From an optimization exercise on the open Yosys and OpenROAD flow, aimed at small area and a short achievable clock period; shortcuts taken in it are not production practice.
Where RTL was checked, it was by simulation tests only, not by an equivalence proof against the original.
No driver is modelled on the clock port, so clock power and skew are understated where the tree is cut down; a real chip needs a root buffer or a tree.
Power is estimated from default activity; no workload was simulated.

## frameReadout
module frameReadout (
	input logic clk,
	input logic rst,
	input logic [frameReadoutPkg::NumChan-1:0] strobe,
	input logic wrEn,
	input logic [frameReadoutPkg::ChanWidth-1:0] wrChan,
	input logic [frameReadoutPkg::AdrWidth-1:0] wrAdr,
	input logic [frameReadoutPkg::DataWidth-1:0] wrData,
	output logic txd,
	output logic busy
);
clock: 5.0 ns
lec_check: 0
cap_margin: 20
core_margin: 2
core_utilization: 40
cts_buf_list: sky130_fd_sc_hd__clkbuf_8 sky130_fd_sc_hd__clkbuf_16
cts_cluster_diameter: 60
cts_cluster_size: 20
setup_slack_margin: 2.8
slew_margin: 20
standard.sh (not shown) runs the stock make flow with config.mk's settings and CLKGATE_MAP_FILE= SYNTH_SCRIPT=/design/flow/synth_recipe.tcl, a recipe that flattens the netlist after the stock synthesis.
==> flow/flow/run.sh <==
#!/bin/bash
# Standard layout, logged.
set -o pipefail
bash standard.sh > standard.log 2>&1
The first run produced a clean layout.
Rerun with:
==> flow/run.sh (new file) <==
#!/bin/bash
# synth_recipe.tcl (not shown) runs the flow's synth.tcl, then flattens the netlist and writes it again
# the make line also repeats each setting of config.mk as NAME=value (left out here)
make -C /OpenROAD-flow-scripts/flow DESIGN_CONFIG=/design/flow/config.mk WORK_HOME=/design/flow/orfs CLKGATE_MAP_FILE= SYNTH_SCRIPT=/design/flow/synth_recipe.tcl finish
- CTS_BUF_LIST: sky130_fd_sc_hd__clkbuf_8 sky130_fd_sc_hd__clkbuf_16 -> sky130_fd_sc_hd__clkbuf_16
- CTS_CLUSTER_DIAMETER: 60 -> 80
- CTS_CLUSTER_SIZE: 20 -> 30
removed: flow/flow/run.sh
removed: flow/standard.sh
Count of clock-buffer cells in the layout came out lower by 15.
Combinational power hardly moves.
Worst setup slack improves by 21 ps.
Sequential cell count does not change.
Synthesized cell count stays the same.
Sequential share of layout area came out higher by 0.93 points.

## main
Starting RTL as in the previous note.
Settings: LEC_CHECK=0, CAP_MARGIN=20, CORE_MARGIN=2, CORE_UTILIZATION=40, CTS_BUF_LIST=sky130_fd_sc_hd__clkbuf_16, CTS_CLUSTER_DIAMETER=80, CTS_CLUSTER_SIZE=30, SETUP_SLACK_MARGIN=2.9, SLEW_MARGIN=20; clock period 5.0 ns.
run.sh (not shown) runs the stock make flow with config.mk's settings and CLKGATE_MAP_FILE= SYNTH_SCRIPT=/design/flow/synth_recipe.tcl, a recipe that flattens the netlist after the stock synthesis.
Stock flow here: none of the scripts above is used.
main went all the way through synthesis, placement and routing and the layout is clean on timing, DRC and antenna.
> inputs changed (main -> the feature branch)
- changing SETUP_SLACK_MARGIN from 2.9 to 2.8
- changing CTS_CLUSTER_SIZE from 30 to 20
- changing CORE_UTILIZATION from 40 to 60
- changing CTS_BUF_LIST from sky130_fd_sc_hd__clkbuf_16 to sky130_fd_sc_hd__clkbuf_8 sky130_fd_sc_hd__clkbuf_16
- changing CTS_CLUSTER_DIAMETER from 80 to 60
Notes after the runs:
Fraction of standard cell area that is sequential of main is on par with the feature branch. The feature branch against main: fraction of the cycle the final worst path needs roughly the same; worst path setup slack after routing moved down; clock-cell share of area +1.2 points; total design power grew by about 4%; leakage power now larger. Per the comparison of the feature branch with main, post-route non-filler standard cell count moved down; post-placement cell count moved down; initial cell density of the core moved up; worst-case vdd ir drop moved up. The flow did not stop early for the feature branch: all stages ran, and the layout cleared the timing, design-rule and antenna checks. Switching portion of total power of main is on par with the feature branch.

Setup of red:
Another version of the RTL of frameReadout (not shown whole).
Size in the first run: roughly 830 flip-flops, ~26 I/O pins.
clock: 5.0 ns
lec_check: 0
cap_margin: 20
core_margin: 2
core_utilization: 40
cts_buf_list: sky130_fd_sc_hd__clkbuf_16
cts_cluster_diameter: 80
cts_cluster_size: 30
setup_slack_margin: 3.1
slew_margin: 20
standard.sh (not shown) runs the stock make flow with config.mk's settings and CLKGATE_MAP_FILE= SYNTH_SCRIPT=/design/flow/synth_recipe.tcl, a recipe that flattens the netlist after the stock synthesis.
==> flow/flow/run.sh <==
#!/bin/bash
set -euo pipefail
here=$(pwd)
res=$here/orfs/results/sky130hd/frameReadout/base
bash standard.sh cts > standard_cts.log 2>&1
CTS_ODB=$res/4_cts.odb OUT_ODB=$res/4_cts.odb openroad -no_init -exit flow/unroot.tcl > unroot.log 2>&1
bash standard.sh finish > standard_finish.log 2>&1
==> flow/flow/unroot.tcl <==
# Drop the clock tree's root buffer and let the clock port drive its loads, when they are few.
set db_file $::env(CTS_ODB)
read_db $db_file
set block [ord::get_db_block]
set port_net [[$block findBTerm clk] getNet]
set loads {}
foreach it [$port_net getITerms] { lappend loads $it }
puts "clock port loads: [llength $loads]"
if {[llength $loads] == 1} {
  set root [[lindex $loads 0] getInst]
  set out_net ""
  foreach it [$root getITerms] {
    if {[$it isOutputSignal]} { set out_net [$it getNet] }
  }
  set subs {}
  foreach it [$out_net getITerms] { if {[$it isInputSignal]} { lappend subs $it } }
  puts "root [$root getName] ([[$root getMaster] getName]) drives [llength $subs] pins"
  if {[llength $subs] <= 4} {
    foreach it $subs { $it disconnect; $it connect $port_net }
    odb::dbInst_destroy $root
    odb::dbNet_destroy $out_net
    puts "root buffer removed"
    write_db $::env(OUT_ODB)
  }
}
red: flow completed, timing, DRC and antenna clean
[inputs] blue vs red
# red
export LEC_CHECK = 0
export CAP_MARGIN = 20
export CORE_MARGIN = 2
export CORE_UTILIZATION = 40
export CTS_BUF_LIST = sky130_fd_sc_hd__clkbuf_16
export CTS_CLUSTER_DIAMETER = 80
export CTS_CLUSTER_SIZE = 30
export SETUP_SLACK_MARGIN = 3.1
export SLEW_MARGIN = 20
create_clock -name core_clock -period 5.0 [get_ports {clk}]
# blue
export LEC_CHECK = 0
export CAP_MARGIN = 20
export CORE_MARGIN = 2
export CORE_UTILIZATION = 40
export CTS_BUF_LIST = sky130_fd_sc_hd__clkbuf_16
export CTS_CLUSTER_DIAMETER = 80
export CTS_CLUSTER_SIZE = 30
export SETUP_SLACK_MARGIN = 3.3
export SLEW_MARGIN = 20
create_clock -name core_clock -period 5.0 [get_ports {clk}]
==> comparison <==
Across both runs, final design area excluding fillers was higher for blue than for red.
Comparing slack of the critical path for red and blue, the bigger number came from blue.
When the final numbers for red and blue were put side by side, the worst-case hold slack turned out to be smaller in red.
Relative to red, count of fill cells added during filler insertion decreased by about 1.4% in blue.
Status: area of placed instances parity (red, blue)
Between red and blue, the flow reports routed wire length increasing slightly.
Via count of the first global-routing pass (lower): red
Sequential share of layout area (lower): blue
In the tables for red and blue, part of the total power dissipated in combinational logic reads higher with red.
Cmp red and blue / signed area change from the synthesized netlist to the final layout / higher: blue
Any difference in share of the clock period used by the worst path after layout between blue and red is small enough to ignore.
## Diff of input files: green against blue
# blue
export LEC_CHECK = 0
export CAP_MARGIN = 20
export CORE_MARGIN = 2
export CORE_UTILIZATION = 40
export CTS_BUF_LIST = sky130_fd_sc_hd__clkbuf_16
export CTS_CLUSTER_DIAMETER = 80
export CTS_CLUSTER_SIZE = 30
export SETUP_SLACK_MARGIN = 3.3
export SLEW_MARGIN = 20
create_clock -name core_clock -period 5.0 [get_ports {clk}]
# green
export LEC_CHECK = 0
export CAP_MARGIN = 20
export CORE_MARGIN = 2
export CORE_UTILIZATION = 40
export CTS_BUF_LIST = sky130_fd_sc_hd__clkbuf_8
export CTS_CLUSTER_DIAMETER = 50
export CTS_CLUSTER_SIZE = 15
export SETUP_SLACK_MARGIN = 3.2
export SLEW_MARGIN = 20
create_clock -name core_clock -period 5.0 [get_ports {clk}]
==> results.txt <==
Taking blue as the reference, in green hold slack went down by 64 ps; routed wire length went up by 500 µm; count of clock-buffer cells in the layout went up by 130%; count of fill cells added during filler insertion went up by 30. Of green and blue, the lower portion of the layout cell area used by clock cells belongs to blue. The core of green is more densely filled than that of blue. [compare] base=blue new=green: power density normalized to cell area picked up an extra 4.6%; worst path buffer plus inverter count went down by 1; wire length on met1 picked up an extra 620 µm; area added between synthesis and finish moved up.
Setup changes, green to orange
# green
export LEC_CHECK = 0
export CAP_MARGIN = 20
export CORE_MARGIN = 2
export CORE_UTILIZATION = 40
export CTS_BUF_LIST = sky130_fd_sc_hd__clkbuf_8
export CTS_CLUSTER_DIAMETER = 50
export CTS_CLUSTER_SIZE = 15
export SETUP_SLACK_MARGIN = 3.2
export SLEW_MARGIN = 20
create_clock -name core_clock -period 5.0 [get_ports {clk}]
# orange
export LEC_CHECK = 0
export CAP_MARGIN = 20
export CORE_MARGIN = 2
export CORE_UTILIZATION = 40
export CTS_BUF_LIST = sky130_fd_sc_hd__clkbuf_16
export CTS_CLUSTER_DIAMETER = 80
export CTS_CLUSTER_SIZE = 30
export SETUP_SLACK_MARGIN = 3.2
export SLEW_MARGIN = 20
create_clock -name core_clock -period 5.0 [get_ports {clk}]
Notes after the runs:
In the tables for green and orange, depth of the most critical reg-to-reg path reads higher with orange. Core utilization (lower): orange. Compared with green, in orange count of antenna diodes in the layout dropped 1, global routing met3 resource utilization lost 1.1 points, proportion of power drawn by combinational gates now larger, count of non-filler cells in the finished layout went down by 2.1%. Per the comparison of orange with green, maximum frequency shows an increase of about 15%, sum of routed wire segments on met1 shows no meaningful change, vias after detailed routing shows a reduction of about 0.6%, number of resized instances in the post-cts repair step shows an increase of 2.
[inputs] purple vs orange
==> flow/flow/run.sh <==
#!/bin/bash
set -euo pipefail
here=$(pwd)
res=$here/orfs/results/sky130hd/frameReadout/base
bash standard.sh 'BUFFER_PORTS_ARGS=-buffer_cell sky130_fd_sc_hd__buf_2' cts > standard_cts.log 2>&1
CTS_ODB=$res/4_cts.odb OUT_ODB=$res/4_cts.odb openroad -no_init -exit flow/unroot.tcl > unroot.log 2>&1
bash standard.sh finish > standard_finish.log 2>&1
### Flow results
- purple: PASS, flow complete, no timing, DRC or antenna violations
- In terms of area enclosed by the die boundary, orange and purple differ only marginally.
- The count of placed standard cells including taps was comparable across orange and purple.
- Delta (purple minus orange): layout filler cell count went down; power has decreased.
- When the final numbers for orange and purple were put side by side, the post-synthesis to final-layout area growth turned out to be greater in orange.

frameReadout, a different RTL version from the one above (not shown whole).
For scale: about 2100 cells after synthesis, roughly 810 flip-flops, ~26 I/O pins, roughly 0.024 sq mm of cells after synthesis.
clock: 5.0 ns
lec_check: 0
cap_margin: 20
core_margin: 2
core_utilization: 40
cts_buf_list: sky130_fd_sc_hd__clkbuf_8 sky130_fd_sc_hd__clkbuf_16
cts_cluster_diameter: 60
cts_cluster_size: 20
setup_slack_margin: 2.8
slew_margin: 20
run.sh (not shown) runs the stock make flow with config.mk's settings and CLKGATE_MAP_FILE= SYNTH_SCRIPT=/design/flow/synth_recipe.tcl, a recipe that flattens the netlist after the stock synthesis.
Stock flow here: none of the scripts above is used.
==> next run, changes <==
Settings changed: CTS_BUF_LIST sky130_fd_sc_hd__clkbuf_8 sky130_fd_sc_hd__clkbuf_16 to not set, CTS_CLUSTER_DIAMETER 60 to not set, CTS_CLUSTER_SIZE 20 to not set, SETUP_SLACK_MARGIN 2.8 to 3.2.
After rerunning:
- cell count climbs by 4.1%
- setup slack gets better by 0.039 ns
- wire length climbs by about 2.3%
==> next run, changes <==
Settings changed: CTS_BUF_LIST set to sky130_fd_sc_hd__clkbuf_16, CTS_CLUSTER_DIAMETER set to 80, CTS_CLUSTER_SIZE set to 30, SETUP_SLACK_MARGIN 3.2 to 2.8.
=> Via count drops by a few percent; first-iteration DRC count drops by a few percent; utilization drops by 5.6 points; setup slack gets worse by 0.15 ns; cell area drops by roughly a tenth; global-route usage drops by 0.94 points; count of clock-buffer cells in the layout drops by 83; routed wire length drops by a few percent.
Function was not checked in any run of this note: the RTL went through the layout flow alone.

Setup of run a:
Another version of the RTL of frameReadout (not shown whole).
For scale: about 2100 cells after synthesis, roughly 830 flip-flops, about 25000 um2 of cells after synthesis.
Settings: LEC_CHECK=0, CAP_MARGIN=20, CORE_MARGIN=2, CORE_UTILIZATION=40, CTS_BUF_LIST=sky130_fd_sc_hd__clkbuf_8 sky130_fd_sc_hd__clkbuf_16, CTS_CLUSTER_DIAMETER=60, CTS_CLUSTER_SIZE=20, SETUP_SLACK_MARGIN=3.2, SLEW_MARGIN=20; clock period 5.0 ns.
standard.sh (not shown) runs the stock make flow with config.mk's settings and CLKGATE_MAP_FILE= SYNTH_SCRIPT=/design/flow/synth_recipe.tcl, a recipe that flattens the netlist after the stock synthesis.
==> flow/flow/run.sh <==
#!/bin/bash
set -euo pipefail
here=$(pwd)
res=$here/orfs/results/sky130hd/frameReadout/base
bash standard.sh cts > standard_cts.log 2>&1
CTS_ODB=$res/4_cts.odb OUT_ODB=$res/4_cts.odb openroad -no_init -exit flow/unroot.tcl > unroot.log 2>&1
bash standard.sh finish > standard_finish.log 2>&1
Scripts as last shown in full above: flow/flow/unroot.tcl
Run a: full flow OK, the timing, design-rule and antenna checks passed
Edits applied to the flow inputs when going from run a to run b:
# run a
export LEC_CHECK = 0
export CAP_MARGIN = 20
export CORE_MARGIN = 2
export CORE_UTILIZATION = 40
export CTS_BUF_LIST = sky130_fd_sc_hd__clkbuf_8 sky130_fd_sc_hd__clkbuf_16
export CTS_CLUSTER_DIAMETER = 60
export CTS_CLUSTER_SIZE = 20
export SETUP_SLACK_MARGIN = 3.2
export SLEW_MARGIN = 20
create_clock -name core_clock -period 5.0 [get_ports {clk}]
# run b
export LEC_CHECK = 0
export CAP_MARGIN = 20
export CORE_MARGIN = 2
export CORE_UTILIZATION = 40
export CTS_BUF_LIST = sky130_fd_sc_hd__clkbuf_16
export CTS_CLUSTER_DIAMETER = 80
export CTS_CLUSTER_SIZE = 30
export SETUP_SLACK_MARGIN = 3.3
export SLEW_MARGIN = 20
create_clock -name core_clock -period 5.0 [get_ports {clk}]
Delta (run b minus run a): clock network power consumption fell about 17%, simple-gate portion of the synthesized area about even, timing-limited maximum frequency about even, global routing usage on met3 fell 0.56 points. Wire length delta (run a -> run b): insignificant. Summary of run b over run a: sequential share of layout area now sits higher, summed area of non-filler cells in the final layout now sits lower, number of global-route vias before repair now sits lower, clock-buffer cell count now sits lower. When run b is measured against run a, its total power turns out 0.69 mW lower.

RTL: one of the versions met above, not the one the previous note started from.
For scale: about 830 flip-flops, about 26 I/O pins.
export LEC_CHECK = 0
export CAP_MARGIN = 20
export CORE_MARGIN = 2
export CORE_UTILIZATION = 55
export CTS_BUF_LIST = sky130_fd_sc_hd__clkbuf_16
export CTS_CLUSTER_DIAMETER = 60
export CTS_CLUSTER_SIZE = 30
export SETUP_SLACK_MARGIN = 3.3
export SLEW_MARGIN = 20
create_clock -name core_clock -period 5.0 [get_ports {clk}]
==> flow/flow/run.sh <==
#!/bin/bash
# Standard layout, except for the clock tree: after CTS its root buffer is dropped, so the clock
# port drives the tree's first level (4 pins), and both remaining levels become inverters.
set -euo pipefail
here=$(pwd)
res=$here/orfs/results/sky130hd/frameReadout/base
bash standard.sh cts > standard_cts.log 2>&1
CTS_ODB=$res/4_cts.odb OUT_ODB=$res/4_cts.odb openroad -no_init -exit flow/invtree.tcl > invtree.log 2>&1
bash standard.sh finish > standard_finish.log 2>&1
Other scripts of this flow, unchanged in this note and not shown: flow/flow/invtree.tcl
Rerun with:
CORE_UTILIZATION = 40   (was 55)
CTS_CLUSTER_DIAMETER = 70   (was 60)
CTS_CLUSTER_SIZE = 27   (was 30)
=> Clock skew climbs by 0.025 ns. Sequential power goes up by about 0.8%. Combinational power is lower by 6.0%. Final cell count goes up by about 8%. Synthesized area stays the same. Via count increases by 0.38%. Die area is higher by about 37%. Cell area hardly moves. Total power came out lower by about 4.6%.

RTL: one of the versions met above, not the one the previous note started from.
Size: ~2100 cells after synthesis, about 820 flip-flops, ~26 I/O pins, roughly 24000 sq um of cells after synthesis.
export LEC_CHECK = 0
export CAP_MARGIN = 20
export CORE_MARGIN = 2
export CORE_UTILIZATION = 40
export CTS_BUF_LIST = sky130_fd_sc_hd__clkbuf_8 sky130_fd_sc_hd__clkbuf_16
export CTS_CLUSTER_DIAMETER = 60
export CTS_CLUSTER_SIZE = 20
export SETUP_SLACK_MARGIN = 3.0
export SLEW_MARGIN = 20
create_clock -name core_clock -period 5.0 [get_ports {clk}]
==> flow/flow/run.sh <==
#!/bin/bash
set -euo pipefail
here=$(pwd)
res=$here/orfs/results/sky130hd/frameReadout/base
bash standard.sh cts > standard_cts.log 2>&1
CTS_ODB=$res/4_cts.odb OUT_ODB=$res/4_cts.odb openroad -no_init -exit flow/unroot.tcl > unroot.log 2>&1
bash standard.sh finish > standard_finish.log 2>&1
Scripts as last shown in full above: flow/flow/unroot.tcl
The first run produced a clean layout.
Rerun with:
==> flow/run.sh (new file) <==
#!/bin/bash
# synth_recipe.tcl (not shown) runs the flow's synth.tcl, then flattens the netlist and writes it again
# the make line also repeats each setting of config.mk as NAME=value (left out here)
make -C /OpenROAD-flow-scripts/flow DESIGN_CONFIG=/design/flow/config.mk WORK_HOME=/design/flow/orfs CLKGATE_MAP_FILE= SYNTH_SCRIPT=/design/flow/synth_recipe.tcl finish
--- a/flow/config.mk
+++ b/flow/config.mk
@@ -11,4 +11,4 @@
-export CTS_BUF_LIST = sky130_fd_sc_hd__clkbuf_8 sky130_fd_sc_hd__clkbuf_16
-export CTS_CLUSTER_DIAMETER = 60
-export CTS_CLUSTER_SIZE = 20
-export SETUP_SLACK_MARGIN = 3.0
+export CTS_BUF_LIST = sky130_fd_sc_hd__clkbuf_8
+export CTS_CLUSTER_DIAMETER = 50
+export CTS_CLUSTER_SIZE = 15
+export SETUP_SLACK_MARGIN = 2.8
removed: flow/flow/run.sh
removed: flow/flow/unroot.tcl
removed: flow/standard.sh
The new run ran to the end with no violations; cell count rose by 0.35%; cell area fell by 1.7%; utilization fell by 0.75 points; count of clock-buffer cells in the layout rose by 23; synthesized area does not change; global-route usage rose by 0.34 points; routed wire length rose by 0.32%; worst hold slack gets better by 0.0058 ns; power fell by 4.3%; via count rose by 0.82%; clock power fell by 13%.
Rerun with:
==> flow/flow/run.sh (new file) <==
#!/bin/bash
set -euo pipefail
here=$(pwd)
res=$here/orfs/results/sky130hd/frameReadout/base
bash standard.sh cts > standard_cts.log 2>&1
CTS_ODB=$res/4_cts.odb OUT_ODB=$res/4_cts.odb openroad -no_init -exit flow/unroot.tcl > unroot.log 2>&1
bash standard.sh finish > standard_finish.log 2>&1
==> flow/flow/unroot.tcl (new file) <==
# Drop the clock tree's root buffer and let the clock port drive its loads, when they are few.
set db_file $::env(CTS_ODB)
read_db $db_file
set block [ord::get_db_block]
set port_net [[$block findBTerm clk] getNet]
set loads {}
foreach it [$port_net getITerms] { lappend loads $it }
puts "clock port loads: [llength $loads]"
if {[llength $loads] == 1} {
  set root [[lindex $loads 0] getInst]
  set out_net ""
  foreach it [$root getITerms] {
    if {[$it isOutputSignal]} { set out_net [$it getNet] }
  }
  set subs {}
  foreach it [$out_net getITerms] { if {[$it isInputSignal]} { lappend subs $it } }
  puts "root [$root getName] ([[$root getMaster] getName]) drives [llength $subs] pins"
  if {[llength $subs] <= 4} {
    foreach it $subs { $it disconnect; $it connect $port_net }
    odb::dbInst_destroy $root
    odb::dbNet_destroy $out_net
    puts "root buffer removed"
    write_db $::env(OUT_ODB)
  }
}
==> flow/standard.sh (new file) <==
#!/bin/bash
# synth_recipe.tcl (not shown) runs the flow's synth.tcl, then flattens the netlist and writes it again
# the make line also repeats each setting of config.mk as NAME=value (left out here)
make -C /OpenROAD-flow-scripts/flow DESIGN_CONFIG=/design/flow/config.mk WORK_HOME=/design/flow/orfs CLKGATE_MAP_FILE= SYNTH_SCRIPT=/design/flow/synth_recipe.tcl "${@:-finish}"
--- a/flow/config.mk
+++ b/flow/config.mk
@@ -11,4 +11,4 @@
-export CTS_BUF_LIST = sky130_fd_sc_hd__clkbuf_8
-export CTS_CLUSTER_DIAMETER = 50
-export CTS_CLUSTER_SIZE = 15
-export SETUP_SLACK_MARGIN = 2.8
+export CTS_BUF_LIST = sky130_fd_sc_hd__clkbuf_8 sky130_fd_sc_hd__clkbuf_16
+export CTS_CLUSTER_DIAMETER = 60
+export CTS_CLUSTER_SIZE = 20
+export SETUP_SLACK_MARGIN = 3.2
removed: flow/run.sh
- The new run passed the timing, design-rule and antenna checks
- fmax grows by a little under a tenth
- cell area is higher by a few percent
- global-route usage decreases by 0.25 points
- power came out higher by a few percent
- worst hold slack stays flat
Rerun with:
==> flow/run.sh (new file) <==
#!/bin/bash
# synth_recipe.tcl (not shown) runs the flow's synth.tcl, then flattens the netlist and writes it again
# the make line also repeats each setting of config.mk as NAME=value (left out here)
make -C /OpenROAD-flow-scripts/flow DESIGN_CONFIG=/design/flow/config.mk WORK_HOME=/design/flow/orfs CLKGATE_MAP_FILE= SYNTH_SCRIPT=/design/flow/synth_recipe.tcl finish
--- a/flow/config.mk
+++ b/flow/config.mk
@@ -11,4 +11,4 @@
-export CTS_BUF_LIST = sky130_fd_sc_hd__clkbuf_8 sky130_fd_sc_hd__clkbuf_16
-export CTS_CLUSTER_DIAMETER = 60
-export CTS_CLUSTER_SIZE = 20
-export SETUP_SLACK_MARGIN = 3.2
+export CTS_BUF_LIST = sky130_fd_sc_hd__clkbuf_16
+export CTS_CLUSTER_DIAMETER = 80
+export CTS_CLUSTER_SIZE = 30
+export SETUP_SLACK_MARGIN = 3.0
removed: flow/flow/run.sh
removed: flow/flow/unroot.tcl
removed: flow/standard.sh
Effect:
- The changed run completed with no timing, DRC or antenna violations
- hold slack is better by 0.0080 ns
- cell area went down by 4.8%
- synthesized area is unchanged
- count of clock-buffer cells in the layout went down by 21
- clock power is lower by about 26%
- combinational power came out lower by about 13%
- total power falls by about 10%
- die area does not change

==> port drivers added, routing unchanged <==
How much do the figures lean on ideal ports? The routed layouts below were timed once more, with nothing changed but the port constraints. Step 1 sets driving cells, clkbuf_16 on the clock port and buf_2 on the other inputs (assumed; they add their load-dependent delay and slew). Step 2 times the ports against the registers' clock, not the clock port: input delays grow and output delays shrink by t, the midpoint of the rising clock arrivals with the driver on. a / b / c = ideal ports / drivers / drivers and shift; a / b = the first two.
| run | t, ns | setup WS [ns] | worst setup path after step 2 | slew at the worst register clock pin (ns) | worst data-port slew with drivers (ns) |
|---|---|---|---|---|---|
| the first run of note 1 | 0.661 | 2.835 / 2.776 / 2.245 | input to register | 0.08 / 0.08 | 0.04 |
| the second run of note 1 | 0.645 | 2.856 / 2.798 / 2.277 | input to register | 0.11 / 0.11 | 0.04 |
| main | 0.633 | 2.870 / 2.815 / 2.346 | input to register | 0.11 / 0.11 | 0.04 |
| the feature branch | 0.665 | 2.864 / 2.805 / 2.259 | input to register | 0.09 / 0.09 | 0.04 |
| red | 0.510 | 3.084 / 2.961 / 2.712 | input to register | 0.12 / 0.12 | 0.04 |
| blue | 0.520 | 3.090 / 2.964 / 2.829 | input to register | 0.12 / 0.12 | 0.04 |
| green | 0.712 | 2.807 / 2.752 / 2.633 | input to register | 0.10 / 0.10 | 0.04 |
| orange | 0.514 | 3.086 / 2.959 / 2.881 | input to register | 0.11 / 0.11 | 0.04 |
| purple | 0.510 | 3.066 / 2.939 / 2.912 | input to register | 0.11 / 0.11 | 0.06 |
| the first run of note 4 | 0.676 | 2.741 / 2.714 / 2.297 | input to register | 0.08 / 0.08 | 0.05 |
| the second run of note 4 | 0.675 | 2.780 / 2.722 / 2.605 | input to register | 0.06 / 0.06 | 0.05 |
| the third run of note 4 | 0.645 | 2.626 / 2.626 / 2.303 | input to register | 0.11 / 0.11 | 0.05 |
| run a | 0.534 | 3.050 / 2.926 / 2.814 | input to register | 0.08 / 0.08 | 0.04 |
| run b | 0.519 | 3.052 / 2.931 / 2.886 | input to register | 0.11 / 0.11 | 0.06 |
| the first run of note 6 | 0.546 | 3.163 / 2.907 / 2.903 | input to register | 0.11 / 0.12 | 0.06 |
| the second run of note 6 | 0.520 | 3.207 / 2.956 / 2.921 | input to register | 0.11 / 0.11 | 0.06 |
| the first run of note 7 | 0.536 | 2.952 / 2.920 / 2.488 | input to register | 0.09 / 0.09 | 0.06 |
| the second run of note 7 | 0.719 | 2.784 / 2.726 / 2.169 | input to register | 0.10 / 0.10 | 0.04 |
| the third run of note 7 | 0.539 | 2.955 / 2.921 / 2.492 | input to register | 0.09 / 0.09 | 0.06 |
| the fourth run of note 7 | 0.687 | 2.816 / 2.755 / 2.378 | input to register | 0.11 / 0.11 | 0.05 |
After both steps setup and hold are still met in every run listed. For the second run of note 7, which loses most, drivers alone change the setup slack by -0.058 ns; drivers and shift together by -0.615 ns.
